From an optimization exercise on the open Yosys and OpenROAD flow, aimed at small area, a short achievable clock period and few clock cycles per item; shortcuts taken in it are not production practice.
Only simulation tests tie the RTL to the original design; equivalence was not proved.
Power figures rest on the tool's default switching activity, not on a simulated workload.

## flow/flow/run.sh

```bash
#!/bin/bash
# Standard layout, with the port buffers made of buf_2 cells instead of the default
# delay buffers. Every tool's output goes to a log file in this folder.
set -e
cp standard.sh standard_copy.sh.txt
export BUFFER_PORTS_ARGS="-buffer_cell sky130_fd_sc_hd__buf_2"
bash standard.sh > standard.log 2>&1
```

## flow/design.v

```verilog
`default_nettype none
package ccsa_pkg;
   localparam logic [1:0] FUNC_ADD  = 2'd0;
   localparam logic [1:0] FUNC_TIME = 2'd1;
   localparam logic [1:0] FUNC_DATE = 2'd2;
   localparam int REQ_DATA_W = 72;
   localparam int REQ_USER_W = 2;
   localparam int RSP_DATA_W = 40;
   localparam int GRP_W = 12;
   localparam int MONTHS_STEP = 4;
   localparam int DAYS_W = 15;
endpackage
`default_nettype wire
`default_nettype none
import ccsa_pkg::*;
module ccsa_div (
   input  logic [ccsa_pkg::GRP_W-1:0]   bits,      
   input  logic [5:0]                   in_sec,    
   input  logic [5:0]                   in_min,
   input  logic [4:0]                   in_hour,
   input  logic [ccsa_pkg::DAYS_W-1:0]  in_days,
   output logic [5:0]                   out_sec,
   output logic [5:0]                   out_min,
   output logic [4:0]                   out_hour,
   output logic [ccsa_pkg::DAYS_W-1:0]  out_days
);
   function automatic logic ge30(input logic [5:0] x);
      ge30 = x[5] | (x[4] & x[3] & x[2] & x[1]);
   endfunction
   function automatic logic [4:0] mod30(input logic [5:0] x);
      logic [3:0] i;
      i = x[4:1];
      if (x[5])
         mod30 = {i[3] ^ (i[2] & i[1] & i[0]), i[2] ^ (i[1] & i[0]), i[1] ^ i[0], ~i[0], x[0]};
      else if (x[4] & x[3] & x[2] & x[1])
         mod30 = {4'd0, x[0]};
      else
         mod30 = x[4:0];
   endfunction
   function automatic logic [3:0] mod12(input logic [4:0] x);
      if (x[4])
         mod12 = {x[2], ~x[2], x[1:0]};
      else if (x[3] & x[2])
         mod12 = {2'd0, x[1:0]};
      else
         mod12 = x[3:0];
   endfunction
   always_comb begin
      logic cs, cm, ch;
      out_sec  = in_sec;
      out_min  = in_min;
      out_hour = in_hour;
      out_days = in_days;
      for (int i = GRP_W - 1; i >= 0; i--) begin
         cs = ge30(out_sec);
         cm = ge30(out_min);
         ch = out_hour[4] | (out_hour[3] & out_hour[2]);
         out_sec  = {mod30(out_sec),  bits[i]};
         out_min  = {mod30(out_min),  cs};
         out_hour = {mod12(out_hour), cm};
         out_days = {out_days[DAYS_W-2:0], ch};
      end
   end
endmodule
`default_nettype wire
`default_nettype none
import ccsa_pkg::*;
module ccsa_cal (
   input  logic [13:0]                  year,
   input  logic [3:0]                   month,
   input  logic [4:0]                   day,
   input  logic                         leap,       
   input  logic [ccsa_pkg::DAYS_W-1:0]  days,
   input  logic [1:0]                   carry_in,   
   input  logic [1:0]                   carry,      
   input  logic                         first,
   input  logic                         day_gt,     
   output logic                         fin,        
   output logic                         moved,      
   output logic                         year_inc,   
   output logic [13:0]                  year1,      
   output logic [13:0]                  next_year,
   output logic [3:0]                   next_month,
   output logic [4:0]                   next_day,
   output logic [ccsa_pkg::DAYS_W-1:0]  next_days
);
   localparam int K = MONTHS_STEP;
   function automatic int mdays(input int m, input int lp);
      if (m == 2) mdays = lp ? 29 : 28;
      else if (m == 4 || m == 6 || m == 9 || m == 11) mdays = 30;
      else mdays = 31;
   endfunction
   function automatic logic [6:0] span(input int m, input int lp, input int k);
      int mm, tot, inc;
      tot = 0;
      inc = 0;
      mm  = m;
      for (int i = 0; i < k; i++) begin
         if (mm == 2 && inc != 0) tot = -1000;
         tot = tot + mdays(mm, lp);
         if (mm >= 12) inc = 1;
         mm = (mm >= 12) ? 1 : mm + 1;
      end
      span = (tot < 0) ? 7'd0 : 7'(tot);
   endfunction
   logic [6:0]        sp [1:K];
   logic [K:1]        ok;
   logic [4:0]        addend;             
   logic [8:0]        g_lo;              
   logic              big;               
   logic [9:0]        r [0:K];           
   logic [K:1]        ge, gem;
   logic [2:0]        j, jm, jmax;
   logic [9:0]        rj;
   logic [6:0]        hi, hi_m1, hi_p1;
   logic [3:0]        m_j;
   logic              inc_j;
   function automatic logic [4:0] month_on(input logic [3:0] m, input logic [2:0] jj);
      int mm, inc;
      mm  = int'(m);
      inc = 0;
      for (int i = 0; i < 7; i++)
         if (i < int'(jj)) begin
            if (mm >= 12) inc = 1;
            mm = (mm >= 12) ? 1 : mm + 1;
         end
      month_on = {inc[0], 4'(mm)};
   endfunction
   always_comb begin
      for (int k = 1; k <= K; k++) begin
         sp[k] = '0;
         case ({leap, month})
            5'd0:  sp[k] = span(0,  0, k);  5'd1:  sp[k] = span(1,  0, k);
            5'd2:  sp[k] = span(2,  0, k);  5'd3:  sp[k] = span(3,  0, k);
            5'd4:  sp[k] = span(4,  0, k);  5'd5:  sp[k] = span(5,  0, k);
            5'd6:  sp[k] = span(6,  0, k);  5'd7:  sp[k] = span(7,  0, k);
            5'd8:  sp[k] = span(8,  0, k);  5'd9:  sp[k] = span(9,  0, k);
            5'd10: sp[k] = span(10, 0, k);  5'd11: sp[k] = span(11, 0, k);
            5'd12: sp[k] = span(12, 0, k);  5'd13: sp[k] = span(13, 0, k);
            5'd14: sp[k] = span(14, 0, k);  5'd15: sp[k] = span(15, 0, k);
            5'd16: sp[k] = span(0,  1, k);  5'd17: sp[k] = span(1,  1, k);
            5'd18: sp[k] = span(2,  1, k);  5'd19: sp[k] = span(3,  1, k);
            5'd20: sp[k] = span(4,  1, k);  5'd21: sp[k] = span(5,  1, k);
            5'd22: sp[k] = span(6,  1, k);  5'd23: sp[k] = span(7,  1, k);
            5'd24: sp[k] = span(8,  1, k);  5'd25: sp[k] = span(9,  1, k);
            5'd26: sp[k] = span(10, 1, k);  5'd27: sp[k] = span(11, 1, k);
            5'd28: sp[k] = span(12, 1, k);  5'd29: sp[k] = span(13, 1, k);
            5'd30: sp[k] = span(14, 1, k);  default: sp[k] = span(15, 1, k);
         endcase
         ok[k] = (sp[k] != '0);
      end
      addend = first ? (day_gt ? sp[1][4:0] : day) : 5'(carry_in);
      g_lo  = 9'(days[7:0]) + 9'(addend);
      big   = (days[DAYS_W-1:8] != '0) || g_lo[8];
      r[0]  = 10'(g_lo);
      for (int k = 1; k <= K; k++) begin
         r[k]   = 10'(g_lo) - 10'(sp[k]);
         ge[k]  = ok[k] && (big || (!r[k][9] && r[k] != 10'd0));
         gem[k] = ok[k] && (big || (first ? (!r[k][9] || r[k] == 10'h3FF) : (!r[k][9] && r[k] != 10'd0)));
      end
      j = 3'd0; jm = 3'd0; jmax = 3'd0;
      for (int k = 1; k <= K; k++) begin
         if (ge[k])  j    = 3'(k);
         if (gem[k]) jm   = 3'(k);
         if (ok[k])  jmax = 3'(k);
      end
      rj  = r[0];
      for (int k = 1; k <= K; k++)
         if (j == 3'(k)) rj = r[k];
      fin   = (j == jm) && (j < jmax);
      moved = (j != 3'd0);
      {inc_j, m_j} = month_on(month, j);
      year1      = (year >= 14'd9999) ? 14'd1 : year + 14'd1;
      year_inc   = inc_j;
      next_year  = inc_j ? year1 : year;
      next_month = m_j;
      if (!fin)
         next_day = (j == 3'd0) ? day : 5'd1;
      else if (j == 3'd0 && day_gt)
         next_day = day;
      else
         next_day = rj[4:0] + 5'(carry);
      hi    = days[DAYS_W-1:8];
      hi_m1 = hi - 7'd1;
      hi_p1 = hi + 7'd1;
      next_days = {rj[9] ? hi_m1 : rj[8] ? hi_p1 : hi, rj[7:0]};
   end
endmodule
module ccsa_leap (
   input  logic [13:0] year,
   output logic        leap
);
   logic [7:0] s;
   logic       cent;
   always_comb begin
      s = 8'(year[13:9]) * 8'd3 + 8'(year[8:7]) * 8'd7 + 8'(year[6:2]);
      cent = (s == 8'd0) || (s == 8'd25) || (s == 8'd50) || (s == 8'd75) ||
             (s == 8'd100) || (s == 8'd125);
      leap = (year[1:0] == 2'd0) && (!cent || (year[3:2] == 2'd0));
   end
endmodule
`default_nettype wire
`default_nettype none
import ccsa_pkg::*;
module calendar_clock_second_adder_top (
   input  logic                              clock,
   input  logic                              reset,
   input  logic                              req_tvalid,
   output logic                              req_tready,
   input  logic [ccsa_pkg::REQ_DATA_W-1:0]   req_tdata,
   input  logic [ccsa_pkg::REQ_USER_W-1:0]   req_tuser,
   output logic                              rsp_tvalid,
   input  logic                              rsp_tready,
   output logic [ccsa_pkg::RSP_DATA_W-1:0]   rsp_tdata
);
   localparam int NGRP  = (31 + GRP_W - 1) / GRP_W;
   localparam int IDX_W = (NGRP > 4) ? 3 : (NGRP > 2) ? 2 : 1;
   logic [13:0] year_ff;
   logic [3:0]  month_ff;
   logic [4:0]  day_ff;
   logic [4:0]  hour_ff;
   logic [5:0]  min_ff;
   logic [5:0]  sec_ff;
   logic        leap_ff;        
   logic        day_gt_ff;      
   logic        rsp_valid_ff;
   logic              rq_full_ff;
   logic              rq_first_ff;   
   logic [1:0]        rq_op_ff;
   logic [IDX_W-1:0]  rq_idx_ff;     
   logic [30:0]       rq_data_ff;
   logic              hb_full_ff;    
   logic [1:0]        hb_op_ff;
   logic [31:0]       acc_ff;
   logic              s2_busy_ff;    
   logic [DAYS_W-1:0] d2_ff;         
   logic [1:0]        c2_ff;
   logic slot_free, s2_take, can_fill, s1_go, s1_last, rq_free, accept, commit;
   assign slot_free = !rsp_valid_ff || rsp_tready;
   assign s2_take   = hb_full_ff && !s2_busy_ff && slot_free;
   assign can_fill  = !hb_full_ff || s2_take;
   logic [NGRP*GRP_W-1:0] in_pad;
   logic [IDX_W-1:0]      in_idx;
   logic [30:0]           in_data;
   assign in_pad = (NGRP*GRP_W)'(req_tdata[30:0]);
   always_comb begin
      in_idx = '0;
      for (int g = 1; g < NGRP; g++)
         if (in_pad[g*GRP_W +: GRP_W] != '0) in_idx = IDX_W'(g);
      case (req_tuser)
         FUNC_ADD:  in_data = req_tdata[30:0];
         FUNC_TIME: in_data = 31'({req_tdata[35:31], req_tdata[41:36], req_tdata[47:42]});
         default:   in_data = 31'(req_tdata[70:48]);
      endcase
   end
   logic [NGRP*GRP_W-1:0] rq_pad;
   logic [GRP_W-1:0]      grp;
   logic [31:0]           acc_in, cv;
   assign rq_pad = (NGRP*GRP_W)'(rq_data_ff);
   assign grp    = rq_pad[rq_idx_ff*GRP_W +: GRP_W];
   assign acc_in = rq_first_ff ? 32'd0 : acc_ff;
   ccsa_div u_div (
      .bits     (grp),
      .in_sec   (acc_in[5:0]),
      .in_min   (acc_in[11:6]),
      .in_hour  (acc_in[16:12]),
      .in_days  (acc_in[31:17]),
      .out_sec  (cv[5:0]),
      .out_min  (cv[11:6]),
      .out_hour (cv[16:12]),
      .out_days (cv[31:17])
   );
   assign s1_last = (rq_op_ff != FUNC_ADD) || (rq_idx_ff == '0);
   assign s1_go   = rq_full_ff && (can_fill || (!rq_first_ff && !s1_last));
   assign rq_free = s1_go && s1_last;
   logic rdy_a, rdy_b, rdy;
   assign rdy_a = !rq_full_ff || (s1_last && (!hb_full_ff || (!s2_busy_ff && !rsp_valid_ff)));
   assign rdy_b = s1_last && hb_full_ff && !s2_busy_ff;
   assign rdy   = rdy_a || (rdy_b && rsp_tready);
   assign req_tready = rdy;
   assign accept = req_tvalid && rdy;
   logic [6:0] ts, tm0;
   logic [5:0] th0;
   logic [1:0] qs, qm, qh, tcm, tch;
   logic [5:0] rs, rm;
   logic [4:0] rh;
   logic [5:0] t_sec, t_min;
   logic [4:0] t_hour;
   always_comb begin
      ts  = 7'(sec_ff) + 7'(acc_ff[5:0]);
      tm0 = 7'(min_ff) + 7'(acc_ff[11:6]);
      th0 = 6'(hour_ff) + 6'(acc_ff[16:12]);
      qs  = (ts  >= 7'd120) ? 2'd2 : (ts  >= 7'd60) ? 2'd1 : 2'd0;
      qm  = (tm0 >= 7'd120) ? 2'd2 : (tm0 >= 7'd60) ? 2'd1 : 2'd0;
      qh  = (th0 >= 6'd48)  ? 2'd2 : (th0 >= 6'd24) ? 2'd1 : 2'd0;
      rs  = 6'(ts  - 7'(qs) * 7'd60);
      rm  = 6'(tm0 - 7'(qm) * 7'd60);
      rh  = 5'(th0 - 6'(qh) * 6'd24);
      t_sec = rs;
      if ((qs == 2'd2 && rm >= 6'd58) || (qs == 2'd1 && rm == 6'd59)) begin
         t_min = 6'(rm + 6'(qs) - 6'd60);
         tcm   = qm + 2'd1;
      end else begin
         t_min = rm + 6'(qs);
         tcm   = qm;
      end
      if ((tcm >= 2'd2 && rh >= 5'd22) || (tcm == 2'd1 && rh == 5'd23)) begin
         t_hour = 5'(rh + 5'(tcm) - 5'd24);
         tch    = qh + 2'd1;
      end else begin
         t_hour = rh + 5'(tcm);
         tch    = qh;
      end
   end
   logic              cal_fin, cal_moved, cal_year_inc;
   logic [13:0]       cal_year1, cal_year;
   logic [3:0]        cal_month;
   logic [4:0]        cal_day;
   logic [DAYS_W-1:0] cal_days;
   ccsa_cal u_cal (
      .year       (year_ff),
      .month      (month_ff),
      .day        (day_ff),
      .leap       (leap_ff),
      .days       (s2_busy_ff ? d2_ff : acc_ff[31:17]),
      .carry_in   (c2_ff),
      .carry      (s2_busy_ff ? 2'd0 : tch),
      .first      (!s2_busy_ff),
      .day_gt     (day_gt_ff),
      .fin        (cal_fin),
      .moved      (cal_moved),
      .year_inc   (cal_year_inc),
      .year1      (cal_year1),
      .next_year  (cal_year),
      .next_month (cal_month),
      .next_day   (cal_day),
      .next_days  (cal_days)
   );
   logic add_step, load_date, leap_new;
   assign add_step  = s2_busy_ff || (s2_take && hb_op_ff == FUNC_ADD);
   assign load_date = s2_take && (hb_op_ff == FUNC_DATE);
   ccsa_leap u_leap (.year((hb_op_ff == FUNC_DATE && !s2_busy_ff) ? acc_ff[13:0] : cal_year1),
                     .leap(leap_new));
   logic [4:0] load_mlen;
   always_comb begin
      case (acc_ff[17:14])
         4'd2:                    load_mlen = leap_new ? 5'd29 : 5'd28;
         4'd4, 4'd6, 4'd9, 4'd11: load_mlen = 5'd30;
         default:                 load_mlen = 5'd31;
      endcase
   end
   assign commit = s2_busy_ff ? cal_fin : (s2_take && (hb_op_ff != FUNC_ADD || cal_fin));
   always_ff @(posedge clock) begin
      if (reset) begin
         rq_full_ff   <= 1'b0;
         hb_full_ff   <= 1'b0;
         s2_busy_ff   <= 1'b0;
         rsp_valid_ff <= 1'b0;
         year_ff      <= 14'd1;
         month_ff     <= 4'd1;
         day_ff       <= 5'd1;
         hour_ff      <= 5'd0;
         min_ff       <= 6'd0;
         sec_ff       <= 6'd0;
         leap_ff      <= 1'b0;
         day_gt_ff    <= 1'b0;
      end else begin
         if (commit)
            rsp_valid_ff <= 1'b1;
         else if (rsp_tready)
            rsp_valid_ff <= 1'b0;
         if (accept)
            rq_full_ff <= 1'b1;
         else if (rq_free)
            rq_full_ff <= 1'b0;
         if (rq_free)
            hb_full_ff <= 1'b1;
         else if (s2_take)
            hb_full_ff <= 1'b0;
         if (load_date || (add_step && cal_year_inc))
            leap_ff <= leap_new;
         if (load_date)
            day_gt_ff <= (acc_ff[22:18] > load_mlen);
         else if (add_step && cal_moved)
            day_gt_ff <= 1'b0;
         if (s2_take) begin
            case (hb_op_ff)
               FUNC_TIME: begin
                  hour_ff <= acc_ff[16:12];
                  min_ff  <= acc_ff[11:6];
                  sec_ff  <= acc_ff[5:0];
               end
               FUNC_DATE: begin
                  year_ff  <= acc_ff[13:0];
                  month_ff <= acc_ff[17:14];
                  day_ff   <= acc_ff[22:18];
               end
               FUNC_ADD: begin
                  hour_ff <= t_hour;
                  min_ff  <= t_min;
                  sec_ff  <= t_sec;
               end
               default: ;
            endcase
         end
         if (add_step) begin
            year_ff    <= cal_year;
            month_ff   <= cal_month;
            day_ff     <= cal_day;
            s2_busy_ff <= !cal_fin;
         end
      end
   end
   always_ff @(posedge clock) begin
      if (rdy) begin
         rq_op_ff    <= req_tuser;
         rq_data_ff  <= in_data;
         rq_idx_ff   <= in_idx;
         rq_first_ff <= 1'b1;
      end else if (s1_go) begin
         rq_idx_ff   <= rq_idx_ff - IDX_W'(1);
         rq_first_ff <= 1'b0;
      end
      if (s1_go) begin
         hb_op_ff <= rq_op_ff;
         acc_ff   <= (rq_op_ff == FUNC_ADD) ? cv : 32'(rq_data_ff);
      end
      d2_ff <= cal_days;
      c2_ff <= s2_busy_ff ? 2'd0 : tch;
   end
   assign rsp_tvalid = rsp_valid_ff;
   assign rsp_tdata  = {sec_ff, min_ff, hour_ff, day_ff, month_ff, year_ff};
endmodule
`default_nettype wire
```

## flow/config.mk

```make
export PLATFORM = sky130hd
export DESIGN_NAME = calendar_clock_second_adder_top
export DESIGN_NICKNAME = calendar_clock_second_adder_top
export VERILOG_FILES = /design/flow/design.v
export SDC_FILE = /design/flow/constraint.sdc
export NUM_CORES = 4
export LEC_CHECK = 0
export ABC_AREA = 1
export CAP_MARGIN = 20
export CORE_MARGIN = 2
export CORE_UTILIZATION = 40
export SETUP_SLACK_MARGIN = 3.5
export SLEW_MARGIN = 20
```

## flow/standard.sh

```bash
#!/bin/bash
# synth_recipe.tcl (not shown) runs the flow's synth.tcl, then flattens the netlist and writes it again
# the make line also repeats each setting of config.mk as NAME=value (left out here)
make -C /OpenROAD-flow-scripts/flow DESIGN_CONFIG=/design/flow/config.mk WORK_HOME=/design/flow/orfs CLKGATE_MAP_FILE= SYNTH_SCRIPT=/design/flow/synth_recipe.tcl "${@:-finish}"
```

## flow/constraint.sdc

```tcl
create_clock -name core_clock -period 11.0 [get_ports {clock}]
set_input_delay 2.2000 -clock core_clock [delete_from_list [all_inputs] [get_ports {clock}]]
set_output_delay 2.2000 -clock core_clock [all_outputs]
set_load 0.01 [all_outputs]
```

==> impl_metrics.ini, run 1 <==
[run_status]
run_status = finished clean

[power]
intPower_uw = 1420
clock_power_share_pct = 23.3
ir_drop_uv = 103
p_seq_share_pct = 25.7
comb_power_share_pct = 51.1
finalPower_uw = 2550
powerDensity_nw_per_um2 = 149
switchingPower_uw = 1120
power.leakage_uw = 0.00819
p_sw_share_pct = 44.2

[die]
dieArea_um2 = 38900
io-pin-count = 120
rows = 70
core-area_um2 = 36700
die_w_um = 197
dieHeight_um = 197
start_util_pct = 40.6

[layout]
area_delta_synth_final_pct = 14.8
stdcell_count = 2859
final_common_cell = nand2_1
drive_gt1_share_pct = 18.4
stdcell_area_um2 = 17100
n_antenna_cell = 0
layout_common_cells = nand2_1 (470), inv_1 (314), nor2_1 (224)
nets = 2585

[worst_setup_path]
crit_buf_inv = 6
path_delay_family = simple AND/OR/NAND/NOR gates
crit_top_cell = nand3_1
cp.arrival_ns = 7.16
crit_path_start_kind = register
cpMaxStageDelayCell = edfxtp_1
crit_type = reg2reg
cp-end-kind = register
worstPathRequired_ns = 11.18
cpPeakStageDelay_ns = 0.61
cp_max_fo = 8

[timing]
max_freq_ghz = 0.143
finalSetupViolations = 0
hold_viol_final = 0
rsz0062_at_grt = no
slew_headroom_pct = 32.4
fin_setup_tns_ns = 0
drv_slew = 0
period_minus_slack_ns = 6.98
worst_pin_slew_ns = 1.01
skew_ns = 0.0155
fin_crit_sh_pct = 63.4

[synthesis]
synth_edf_count = 69
synth_top_area_share_pct = 13.9
postSynthAreaPerCell_um2 = 6.65
synth.distinct_cells = 68
synth-warning-count = 6
async_flop_share_pct = 0
netlist_area_um2 = 14900
synth.yosys.seq_area_share_pct = 22.5
synth_fp_nets = 2449
synth_cells = 2242
synthFlopType = edfxtp_1
yosys.area.top_type = edfxtp_1
synth_area_leaders = edfxtp_1 (14%), nand2_1 (12%), ha_1 (9.1%)
yosys_register_bits = 133

[clock_network]
cts_made_buffers = 17
cts_tree = done
clk_pin_slew_ns = 0.07
cts_root_buf = clkbuf_16
ctsHoldBuffers = 0
cts_buffer_depth = 2
htree_levels = 4
clkLatencyLatePin_ns = 0.44
cts.sinks = 133

[placed_design]
dp_hpwl_um = 34000
port_buffers = 118
dp.cells = 2788
dpl_cell_area_um2 = 16000
place_congestion = 0.919

[drt]
drc = 0
drtIter0Drc = 773
drt_pass1_iterations = 9
via_count = 14800
vias_per_cell = 5.17
wl_per_cell_um = 14.8
drt-total-wl_um = 42500
antenna_left = 0

[grt]
grt_first_pass_wirelength_um = 69800
use_met1_pct = 29.1
gr-total-overflow = 0
grtUsageTotal_pct = 22.2
antenna_found_initial = 1
grt_max_degree = 39
met3_usage_pct = 2.39
grt_pass1_vias = 14100
busiest_layer = met2
grt_use_met2_pct = 38.7

[min_path]
worstHoldPathType = reg2reg

[flow_run]
max-cap-violations = 0
-- metal layers --
| metal | vias up | wire length (um) |
|---|---|---|
| met5 | - | 11 |
| met4 | 2 | 724 |
| met3 | 41 | 1770 |
| met2 | 355 | 20300 |
| met1 | 6745 | 19600 |
| li1 | 7635 | - |
-- state kept, by name, indices dropped and copies added, names as in the netlist, 2 cells and up --
register	count
acc_ff	32
c2_ff	2
d2_ff	15
day_ff	5
hb_op_ff	2
hour_ff	5
min_ff	6
month_ff	4
rq_data_ff	31
rq_idx_ff	2
rq_op_ff	2
sec_ff	6
year_ff	14
-- power by group through the flow --
stage                     sequential (uW)  combinational, uW  clock, uW
after global routing                  661               1480        625
after detailed placement              663               1230          0
after floorplan                       637                956          0
after global placement                662               1200          0
after CTS                             653               1250        604
final                                 654               1300        592
-- cell families after synthesis --
logic type | count (synthesis) | share of synthesized area (%)
and+or+nand+nor | 1073 | 34.1
buffers and inverters | 416 | 10.6
AOI/OAI and AO/OA | 404 | 15.8
DFF | 133 | 22.5
adders and majority gates | 129 | 11.8
xor gates and xnor gates | 83 | 4.92
muxes | 4 | 0.268
-- metrics by stage --
stage                     utilization, %  setup slack [ns]  hold slack, ns
after CTS                           45.5              3.51           0.491
after floorplan                        -              4.01           0.427
after global placement              43.5              2.34           0.474
final                               46.7              4.02           0.493
after global routing                46.7              3.41           0.514
after detailed placement            43.5              2.36           0.481
-- final cells by class --
cell class	count	area, um^2
Timing Repair inverter	2	11.3
Clock inverter	14	170
Timing Repair Buffer	161	930
Clock buffer	18	429
Multi-Input combinational cell	1693	10200
Fill cell	3758	19600
Inverter	370	1410
Tap cell	468	586
Sequential cell	133	3370
-- cells in the mapped netlist, drive strengths merged (4+ instances only) --
| master | instances |
|---|---|
| a211oi | 7 |
| inv | 361 |
| a221oi | 9 |
| a21oi | 125 |
| o21ai | 178 |
| edfxtp | 69 |
| nand4 | 26 |
| clkbuf | 36 |
| nor2 | 274 |
| dfxtp | 64 |
| nor3 | 36 |
| ha | 109 |
| mux2i | 4 |
| nand3 | 167 |
| buf | 10 |
| nor4 | 11 |
| xor2 | 56 |
| nand2 | 524 |
| a22oi | 6 |
| o221ai | 5 |
| o21bai | 6 |
| a31oi | 21 |
| xnor2 | 27 |
| clkinv | 9 |
| o211ai | 17 |
| or2 | 29 |
| o22ai | 12 |
| fa | 20 |
-- worst paths after layout --
check	from	endpoint	slack, ns	cells past startpoint
max	acc_ff[2]	acc_ff[3]	4.02	47
min	sec_ff[2]	sec_ff[2]	0.49	2
max reg2reg	acc_ff[2]	acc_ff[3]	4.02	47
min reg2reg	sec_ff[2]	sec_ff[2]	0.49	2
-- worst reg2reg max path, delay by kind of cell (launching register included) --
family	cells	cell delay (ns)
adder cells (fa/ha/maj)	5	1.00
AND/OR/NAND/NOR	35	4.40
XOR/XNOR	1	0.26
flip-flops	1	0.61
buffers and inverters	6	0.44
-- timing repair --
item	in CTS	in global routing
buffers inserted	5	31
gates cloned	1	1
gates resized for setup	25	49
pin swaps	2	10
setup endpoints to repair	23	29
Testbench counts, summed over its fixed seeds: cycles 4,019, items 2,400.
==> run 2, diff against run 1 <==
--- a/flow/design.v
+++ b/flow/design.v
@@ -115,17 +115,8 @@
    logic [6:0]        hi, hi_m1, hi_p1;
    logic [3:0]        m_j;
    logic              inc_j;
-   function automatic logic [4:0] month_on(input logic [3:0] m, input logic [2:0] jj);
-      int mm, inc;
-      mm  = int'(m);
-      inc = 0;
-      for (int i = 0; i < 7; i++)
-         if (i < int'(jj)) begin
-            if (mm >= 12) inc = 1;
-            mm = (mm >= 12) ? 1 : mm + 1;
-         end
-      month_on = {inc[0], 4'(mm)};
-   endfunction
+   logic [3:0]        mk [1:K];         
+   logic [K:1]        ik;                
    always_comb begin
       for (int k = 1; k <= K; k++) begin
          sp[k] = '0;
@@ -169,7 +160,21 @@
          if (j == 3'(k)) rj = r[k];
       fin   = (j == jm) && (j < jmax);
       moved = (j != 3'd0);
-      {inc_j, m_j} = month_on(month, j);
+      for (int k = 1; k <= K; k++) begin
+         if (month >= 4'd12) begin
+            mk[k] = 4'(k);
+            ik[k] = 1'b1;
+         end else if (5'(month) + 5'(k) > 5'd12) begin
+            mk[k] = 4'(5'(month) + 5'(k) - 5'd12);
+            ik[k] = 1'b1;
+         end else begin
+            mk[k] = month + 4'(k);
+            ik[k] = 1'b0;
+         end
+      end
+      {inc_j, m_j} = {1'b0, month};
+      for (int k = 1; k <= K; k++)
+         if (j == 3'(k)) {inc_j, m_j} = {ik[k], mk[k]};
       year1      = (year >= 14'd9999) ? 14'd1 : year + 14'd1;
       year_inc   = inc_j;
       next_year  = inc_j ? year1 : year;
--- a/flow/config.mk
+++ b/flow/config.mk
@@ -9,5 +9,6 @@
 export CAP_MARGIN = 20
 export CORE_MARGIN = 2
 export CORE_UTILIZATION = 40
-export SETUP_SLACK_MARGIN = 3.5
+export CTS_BUF_LIST = sky130_fd_sc_hd__clkbuf_4 sky130_fd_sc_hd__clkbuf_8
+export SETUP_SLACK_MARGIN = 4
 export SLEW_MARGIN = 20
==> run 2 against run 1 <==
Effect of this change: largest cell class unchanged; worst hold slack better by 0.0075 ns; worst setup slack better by 0.27 ns; clock skew up 0.0033 ns; sequential share of layout area about the same; non-clock buffer count grew 12; first-iteration DRC count is 46% higher; highest routed layer is now met4; die area rose by 0.25%; critical path depth shrank 6; still clean; cell area grew 0.50%.
==> impl_metrics.ini, run 2 <==
[synthesis]
synth.distinct_cells = 61
synth_fp_nets = 2451
postSynthAreaPerCell_um2 = 6.68
synth_top_area_share_pct = 13.9
synth_cells = 2240
synth_area_leaders = edfxtp_1 (14%), nand2_1 (11%), ha_1 (9.5%)
netlist_area_um2 = 15000
synth.yosys.seq_area_share_pct = 22.4
async_flop_share_pct = 0
yosys.area.top_type = edfxtp_1
synth_edf_count = 69
yosys_register_bits = 133
synthFlopType = edfxtp_1
synth_common_cells = nand2_1 (457), inv_1 (320), nor2_1 (244), o21ai_0 (166), a21oi_1 (133)
synth-warning-count = 7
synthMostInstantiatedCell = nand2_1

[clock_network]
ctsHoldBuffers = 0
cts.sinks = 133
cts_tree = done
clkLatencyLatePin_ns = 0.45
cts_buffer_depth = 2
cts_made_buffers = 17
clk_pin_slew_ns = 0.09
cts_root_buf = clkbuf_8
htree_levels = 4

[layout]
final_common_cell = nand2_1
layout_common_cells = nand2_1 (448), inv_1 (309), nor2_1 (227)
regMostFlops = acc_ff
drive_gt1_share_pct = 19.7
nets = 2596
n_antenna_cell = 0
stdcell_area_um2 = 17200
largest_reg_flops = 32
area_delta_synth_final_pct = 15.1
reg_top3 = acc_ff x32, rq_data_ff x31, d2_ff x15

[grt]
grtUsageTotal_pct = 22.3
grt_first_pass_wirelength_um = 69800
antenna_found_initial = 0
gr-total-overflow = 0
grt_pass1_vias = 13800
grt_max_degree = 36

[timing]
slew_headroom_pct = 29.8
fin_setup_tns_ns = 0
skew_ns = 0.0189
max_freq_ghz = 0.149
rsz0062_at_grt = yes
fin_crit_sh_pct = 61.0
drv_slew = 0
period_minus_slack_ns = 6.71
worst_pin_slew_ns = 1.05
finalSetupViolations = 0
finalWorstSetupSlack_ns = 4.29
hold_viol_final = 0

[drt]
via_count = 15000
wl_per_cell_um = 15.4
vias_per_cell = 5.22
drt-total-wl_um = 44100
antenna_left = 0
drt_pass1_iterations = 5
drtIter0Drc = 1125
drc = 0

[placed_design]
dpl_cell_area_um2 = 16000
dp_hpwl_um = 35600
place_congestion = 0.900
port_buffers = 118
pre_cts_ws_ns = 2.61

[die]
die_w_um = 197
core-area_um2 = 36700
rows = 70
dieArea_um2 = 38900
io-pin-count = 120
dieHeight_um = 197
start_util_pct = 40.8

[worst_setup_path]
timing.rr.end = day_ff[4]
worstPathRequired_ns = 11.36
crit_type = reg2reg
path_delay_family = simple AND/OR/NAND/NOR gates
cpMaxStageDelayCell = fa_2
cp-end-kind = register
rr_startpoint = month_ff[0]
crit_buf_inv = 9
cp_max_fo = 19
r2r_setup_slack_ns = 4.29
r2r_cells = 41
crit_path_start_kind = register
crit_top_cell = inv_1
cpPeakStageDelay_ns = 0.42
cp.arrival_ns = 7.06

[min_path]
hold_path_startpoint = day_ff[4]
hold_path_depth = 2
worstHoldPathType = reg2reg
min_to = day_ff[4]

[power]
powerDensity_nw_per_um2 = 137
finalPower_uw = 2360
power.leakage_uw = 0.00810
ir_drop_uv = 84.7

[run_status]
run_status = finished clean

[flow_run]
max-cap-violations = 0
[run 2: cell types whose count changed after synthesis, sizes merged, moves of 4 or more]
cell    change
nor3        -5
ha          +4
o21ai      +18
nand3       -7
inv        -12
a21oi       +8
nand2      -35
or2        +12
xnor2       -4
clkbuf      +4
clkinv      -4
a31oi       -5
nor2       +18
[run 2: final cells by class]
class	count	area, um^2
multi-input combinational	1706	10400
clock inverter	15	204
inverter	354	1370
timing repair buffer	173	1020
clock buffer	17	234
fill	3737	19500
tap	468	586
sequential	133	3370
[run 2: cells by family after synthesis]
logic type,share of synthesized area [%]
fa+ha+maj,12.1
simple gates,33.6
compound gates,16.8
xor+xnor,4.63
mux,0.268
flops,22.4
buf+inv,10.2
[run 2: layer usage]
| layer | vias up | track usage, % | part of all wire, % |
|---|---|---|---|
| met5 | - | 0 | 0 |
| li1 | 7681 | - | - |
| met3 | 65 | 2.97 | 5.8 |
| met4 | 0 | 5.49 | 2.2 |
| met1 | 6768 | 30.0 | 46 |
| met2 | 443 | 37.8 | 46 |
[run 2: through the flow]
step                      hold slack, ns  std cells  util [%]
after global routing               0.520       2866      46.9
final                              0.501       2866      46.9
after CTS                          0.503       2827      45.4
after floorplan                    0.427       2240         -
after global placement             0.471       2788      43.6
after detailed placement           0.487       2788      43.6
[run 2: tightest hold or removal path, cell delays in order (launching register included)]
cell and delay, ns:
dfxtp_1 0.32, inv_1 0.06, a221oi_1 0.07
[run 2: report_power, final]
part / internal, uW / leakage [uW] / switching (uW)
Clock: 218 / 0.000223 / 240
Combinational: 446 / 0.00665 / 814
Sequential: 590 / 0.00123 / 51.4
[run 2: worst max-delay path by stage]
stage / startpoint / end / slack (ns) / depth (start not counted)
after detailed placement: month_ff[0] / day_ff[4] / 2.61 / 42
after global placement: month_ff[0] / day_ff[4] / 2.65 / 42
final: month_ff[0] / day_ff[4] / 4.29 / 41
after global routing: month_ff[0] / day_ff[4] / 3.91 / 42
after floorplan: month_ff[3] / day_ff[4] / 4.48 / 39
after CTS: month_ff[0] / day_ff[4] / 3.96 / 43
[run 2: what timing repair did]
item                       in CTS  in global routing
gates cloned                    0                  0
setup buffers                   7                 38
setup endpoints to repair      39                 37
resized for setup              41                 67
pin swaps                       5                 18
Testbench counts of run 2, summed over its fixed seeds: cycles 4,019, items 2,400.
==> run 3, diff against run 2 <==
--- a/flow/design.v
+++ b/flow/design.v
@@ -7,7 +7,7 @@
    localparam int REQ_USER_W = 2;
    localparam int RSP_DATA_W = 40;
    localparam int GRP_W = 12;
-   localparam int MONTHS_STEP = 4;
+   localparam int MONTHS_STEP = 3;
    localparam int DAYS_W = 15;
 endpackage
 `default_nettype wire
==> run 3 against run 2 <==
Effect of this change: critical path type unchanged; largest cell class unchanged; critical endpoint is now day_gt_ff; sequential share of layout area up 0.89 points; synthesized area fell by 3.3%; critical path depth down 14; clock power about the same.
==> impl_metrics.ini, run 3 <==
[layout]
fin_util_pct = 46.2
layout_common_cells = nand2_1 (440), inv_1 (272), nor2_1 (220)
drive_gt1_share_pct = 19.4
largest_reg_flops = 32
reg_top3 = acc_ff x32, rq_data_ff x31, d2_ff x15
stdcell_count = 2758
area_delta_synth_final_pct = 13.6
final_common_cell = nand2_1
n_antenna_cell = 0
nets = 2489
regMostFlops = acc_ff

[synthesis]
synth_common_cells = nand2_1 (445), inv_1 (282), nor2_1 (234), nand3_1 (150), o21ai_0 (146)
synth_edf_count = 69
synth.distinct_cells = 66
synth_area_leaders = edfxtp_1 (14%), nand2_1 (12%), ha_1 (9.3%)
synth_cells = 2144
postSynthAreaPerCell_um2 = 6.75
synth_top_area_share_pct = 14.3
yosys.area.top_type = edfxtp_1
netlist_area_um2 = 14500
synthMostInstantiatedCell = nand2_1
synth-warning-count = 7
synth.yosys.seq_area_share_pct = 23.2
synthFlopType = edfxtp_1
synth_fp_nets = 2349
yosys_register_bits = 133
async_flop_share_pct = 0

[worst_setup_path]
crit_top_cell = inv_1
timing.rr.end = day_gt_ff
crit_path_start_kind = register
r2r_cells = 27
r2r_setup_slack_ns = 4.44
cp_max_fo = 15
cp-end-kind = register
worstPathRequired_ns = 11.41
rr_startpoint = hb_op_ff[0]
path_delay_family = compound AO/OA/AOI/OAI gates
cp.arrival_ns = 6.97
crit_type = reg2reg
cpMaxStageDelayCell = edfxtp_1
crit_buf_inv = 6
cpPeakStageDelay_ns = 0.56

[timing]
skew_ns = 0.0142
fin_setup_tns_ns = 0
worst_pin_slew_ns = 1.02
finalSetupViolations = 0
period_minus_slack_ns = 6.56
fin_crit_sh_pct = 59.6
slew_headroom_pct = 32.0
whs_ns = 0.497
rsz0062_at_grt = yes
max_freq_ghz = 0.152
finalWorstSetupSlack_ns = 4.44
hold_viol_final = 0
drv_slew = 0

[grt]
antenna_found_initial = 0
grt_max_degree = 40
grt_first_pass_wirelength_um = 64900
grtUsageTotal_pct = 21.2
grt_pass1_vias = 13200
gr-total-overflow = 0

[placed_design]
dp.cells = 2681
port_buffers = 118
pre_cts_ws_ns = 2.96
dp_hpwl_um = 32900
place_congestion = 0.916

[clock_network]
cts_tree = done
clk_pin_slew_ns = 0.09
cts_root_buf = clkbuf_8
htree_levels = 4
clkLatencyLatePin_ns = 0.48
cts_made_buffers = 17
cts.sinks = 133
cts_buffer_depth = 2
ctsHoldBuffers = 0

[min_path]
min_to = sec_ff[5]
worstHoldPathType = reg2reg
hold_path_depth = 2
hold_path_startpoint = sec_ff[5]

[drt]
wl_met2_um = 19800
routed.top_layer = met4
vias_per_cell = 5.21
drc = 0
wl_met1_um = 18600
drtIter0Drc = 729
via_count = 14400
wl_per_cell_um = 14.9
drt_pass1_iterations = 5
wl_met3_um = 2050
antenna_left = 0
drt-total-wl_um = 41100

[power]
power.leakage_uw = 0.00784
powerDensity_nw_per_um2 = 141
ir_drop_uv = 80.2

[die]
dieArea_um2 = 37700
die_w_um = 194
dieHeight_um = 194
start_util_pct = 40.7
rows = 69
core-area_um2 = 35600
io-pin-count = 120

[run_status]
run_status = finished clean

[flow_run]
max-cap-violations = 0
run 3: cell count changes after synthesis, sizes merged, moves of 8 or more:
cell / before / now
a211oi: 5 / 20
nand3: 160 / 177
nor2: 292 / 271
nand2: 489 / 481
a21oi: 133 / 109
inv: 349 / 317
o21ai: 196 / 182
run 3: cell families (layout without fill, tap and decap cells):
| group | count (synthesis) | in the layout | synth area share (%) |
|---|---|---|---|
| AO/OA/AOI/OAI | 396 | 396 | 16.1 |
| multiplexers | 7 | 7 | 0.493 |
| XOR/XNOR | 72 | 72 | 4.41 |
| buffers and inverters | 370 | 523 | 9.88 |
| flip-flops | 133 | 133 | 23.2 |
| adder cells (fa/ha/maj) | 127 | 127 | 12.0 |
| AND/OR/NAND/NOR | 1039 | 1039 | 33.9 |
run 3: report_power, final:
group          switching (uW)  total, uW  internal [uW]
clock                     242        455            212
sequential               56.6        650            593
combinational             781       1210            427
total                    1080       2310           1230
run 3: stage by stage:
| stage | power [uW] | instance area, um^2 |
|---|---|---|
| 6_report | 2310 | 16400 |
| 5_1_grt | 2500 | 16400 |
| 4_1_cts | 2270 | 15900 |
| 3_5_place_dp | 1820 | 15500 |
| 3_3_place_gp | 1790 | 15500 |
| 2_1_floorplan | 1530 | 14500 |
run 3: worst max-delay path by stage:
| stage | start | cells after the start | endpoint | slack (ns) |
|---|---|---|---|---|
| floorplan | month_ff[0] | 36 | day_ff[4] | 4.73 |
| global placement | s2_busy_ff | 30 | year_ff[13] | 2.77 |
| detailed placement | s2_busy_ff | 32 | day_ff[4] | 2.96 |
| CTS | month_ff[0] | 34 | day_ff[4] | 3.99 |
| global route | month_ff[0] | 35 | day_ff[4] | 3.92 |
| finish | hb_op_ff[0] | 27 | day_gt_ff | 4.44 |
run 3: repair_timing:
item | CTS | global route
gates resized for setup | 13 | 60
pin swaps | 0 | 21
cloned | 0 | 0
setup buffers | 3 | 42
endpoints found under the setup margin | 32 | 40
run 3: cell type report:
| cell class | count | area (um^2) |
|---|---|---|
| well taps | 461 | 577 |
| repair buffers | 170 | 981 |
| fillers | 3635 | 19100 |
| flip-flops and latches | 133 | 3370 |
| multi-input cells | 1641 | 9870 |
| inverters | 321 | 1220 |
| clock buffers | 17 | 234 |
| clock inverters | 15 | 178 |
run 3: routing by layer:
| layer | GRT usage, % | vias up |
|---|---|---|
| met5 | 0 | - |
| met4 | 4.80 | 0 |
| met3 | 2.56 | 53 |
| met2 | 37.5 | 384 |
| met1 | 27.4 | 6560 |
| li1 | - | 7366 |
run 3: worst reg2reg max path, delay by kind of cell, from the launching register on:
kind	cells	cell delay (ns)
compound gates	8	2.13
fa+ha+maj	4	1.49
simple gates	7	1.00
buf+inv	6	0.88
flops	1	0.56
xor+xnor	2	0.43
Testbench counts of run 3, summed over its fixed seeds: cycles 4,143, items 2,400.
==> run 4, diff against run 3 <==
--- a/flow/config.mk
+++ b/flow/config.mk
@@ -10,5 +10,5 @@
 export CORE_MARGIN = 2
 export CORE_UTILIZATION = 40
 export CTS_BUF_LIST = sky130_fd_sc_hd__clkbuf_4 sky130_fd_sc_hd__clkbuf_8
-export SETUP_SLACK_MARGIN = 4
+export SETUP_SLACK_MARGIN = 4.3
 export SLEW_MARGIN = 20
==> run 4 against run 3 <==
Effect of this change: wire length is 2.1% higher; power is 2.2% higher; non-clock buffer count is 19 higher; utilization is 1.2 points higher; first-iteration DRC count is 1.1% lower; sequential power is 0.6% lower; clock-buffer cell count stayed put; worst hold slack worse by 0.0031 ns; register-to-register slack better by 0.20 ns; final cell count is 0.69% higher; synthesized area stayed put; highest routed layer unchanged; combinational power is 4% higher; largest cell class unchanged.
==> impl_metrics.ini, run 4 <==
[worst_setup_path]
crit_type = reg2reg
worstPathRequired_ns = 11.23
crit_buf_inv = 5
crit_top_cell = nor2_4
cp_max_fo = 6
cpPeakStageDelay_ns = 0.50
path_delay_family = simple AND/OR/NAND/NOR gates
cpMaxStageDelayCell = edfxtp_1
cp.arrival_ns = 6.59
crit_path_start_kind = register
cp-end-kind = register

[power]
comb_power_share_pct = 53.4
ir_drop_uv = 79.9
p_sw_share_pct = 46.8
p_seq_share_pct = 27.3
intPower_uw = 1260
switchingPower_uw = 1110
power.leakage_uw = 0.00796
powerDensity_nw_per_um2 = 140
clock_power_share_pct = 19.3

[drt]
drtIter0Drc = 721
drt_pass1_iterations = 6
wl_per_cell_um = 15.1
drt-total-wl_um = 41900
drc = 0
via_count = 14500
vias_per_cell = 5.22
antenna_left = 0

[synthesis]
synth_cells = 2144
synthFlopType = edfxtp_1
synth_top_area_share_pct = 14.3
synth.yosys.seq_area_share_pct = 23.2
synth_common_cells = nand2_1 (445), inv_1 (282), nor2_1 (234), nand3_1 (150), o21ai_0 (146)
synth_fp_nets = 2349
async_flop_share_pct = 0
synth-warning-count = 7
synth_edf_count = 69
synthMostInstantiatedCell = nand2_1
yosys.area.top_type = edfxtp_1
netlist_area_um2 = 14500
synth.distinct_cells = 66
synth_area_leaders = edfxtp_1 (14%), nand2_1 (12%), ha_1 (9.3%)
postSynthAreaPerCell_um2 = 6.75
yosys_register_bits = 133

[clock_network]
clkLatencyLatePin_ns = 0.48
cts_root_buf = clkbuf_8
cts.sinks = 133
ctsHoldBuffers = 0
clk_pin_slew_ns = 0.09
htree_levels = 4
cts_made_buffers = 17
cts_tree = done
cts_buffer_depth = 2

[layout]
fillers = 3609
fin_util_pct = 47.4
reg_top3 = acc_ff x32, rq_data_ff x31, d2_ff x15
n_antenna_cell = 0
largest_reg_flops = 32
multiInputGateArea_um2 = 10100
nets = 2508
regMostFlops = acc_ff
stdcell_count = 2777
final_common_cell = nand2_1
drive_gt1_share_pct = 22.2
final-seq-area_um2 = 3370
area_delta_synth_final_pct = 16.6
layout_common_cells = nand2_1 (433), inv_1 (270), nor2_1 (215)

[flow_run]
max-cap-violations = 0

[grt]
gr-total-overflow = 0
grt_first_pass_wirelength_um = 65300
grtUsageTotal_pct = 21.3
grt_max_degree = 40
antenna_found_initial = 0
grt_pass1_vias = 13300

[timing]
slew_headroom_pct = 31.6
rsz0062_at_grt = yes
finalWorstSetupSlack_ns = 4.64
skew_ns = 0.0156
max_freq_ghz = 0.157
worst_pin_slew_ns = 1.02
period_minus_slack_ns = 6.36
fin_setup_tns_ns = 0
hold_viol_final = 0
drv_slew = 0
fin_crit_sh_pct = 57.8
finalSetupViolations = 0

[placed_design]
place_congestion = 0.916
dp_hpwl_um = 32900
port_buffers = 118
dp.cells = 2681
pre_cts_ws_ns = 2.96

[run_status]
run_status = finished clean

[die]
core-area_um2 = 35600
io-pin-count = 120
dieHeight_um = 194
dieArea_um2 = 37700
rows = 69
die_w_um = 194
start_util_pct = 40.7

[min_path]
worstHoldPathType = reg2reg
-- run 4: power by group through the flow --
stage          Clock [uW]  Sequential, uW  Combinational (uW)
2_1_floorplan           0             633                 896
3_3_place_gp            0             665                1120
3_5_place_dp            0             665                1150
4_1_cts               461             647                1180
5_1_grt               482             651                1420
6_report              455             646                1260
-- run 4: kinds of logic after synthesis --
group | count (synthesis) | synth area share, %
compound gates | 396 | 16.1
simple gates | 1039 | 33.9
fa+ha+maj | 127 | 12.0
flops | 133 | 23.2
mux | 7 | 0.493
buf+inv | 370 | 9.88
xor+xnor | 72 | 4.41
-- run 4: worst min-delay path, cell delays in order (launching register included) --
cell	delay [ns]
dfxtp_1	0.33
nand2_1	0.06
a21oi_1	0.06
-- run 4: per-layer routing --
layer,wire length [um],up-vias,global-route usage (%)
met1,18400,6617,27.2
met2,20400,406,37.9
met3,2300,54,2.75
met5,0,-,0
li1,-,7419,-
met4,791,0,4.99
-- run 4: repair_timing --
item | CTS | global route
setup buffers | 19 | 45
pin swaps | 3 | 58
cloned | 0 | 0
resized for setup | 27 | 113
endpoints found under the setup margin | 49 | 40
-- run 4: stage by stage --
step	hold WS (ns)	cell area [um^2]	power (uW)
2_1_floorplan	0.427	14500	1530
3_3_place_gp	0.478	15500	1790
3_5_place_dp	0.482	15500	1820
4_1_cts	0.498	16100	2290
5_1_grt	0.516	16900	2550
6_report	0.494	16900	2360
-- run 4: area by class of cell --
cell class | instances | area share, %
Clock inverter | 15 | 1.05
Multi-Input combinational cell | 1641 | 60.1
Inverter | 321 | 7.30
Tap cell | 461 | 3.42
Sequential cell | 133 | 20.0
Timing Repair Buffer | 189 | 6.74
Clock buffer | 17 | 1.39
-- run 4: path summary, 6_finish.rpt --
kind	from	to	slack, ns	cells past startpoint
worst max register to register	acc_ff[2]	acc_ff[4]	4.64	42
worst max-delay path	acc_ff[2]	acc_ff[4]	4.64	42
worst min-delay path	sec_ff[5]	sec_ff[5]	0.49	2
worst min register to register	sec_ff[5]	sec_ff[5]	0.49	2

[what the ideal ports hide]
No port has a modelled driver above. Below, the same layouts with a new extraction and two added sets of constraints. Step 1: set_driving_cell puts a clkbuf_16 on clock and a buf_2 on each other input, an assumption about the parent block. Step 2 times the ports against the registers' clock, not the clock port: input delays grow and output delays shrink by t, the midpoint of the rising clock arrivals with the driver on. Three values: no drivers, after step 1, after step 2; two values: the first two.
run	shift t [ns]	setup WS [ns]	worst register clock-pin slew, ns
run 1	0.490	4.022 / 4.022 / 4.022	0.07 / 0.07
run 2	0.485	4.294 / 4.294 / 4.294	0.10 / 0.10
run 3	0.516	4.441 / 4.441 / 4.441	0.10 / 0.10
run 4	0.514	4.641 / 4.641 / 4.641	0.10 / 0.10
After both steps setup and hold are still met in every run listed.
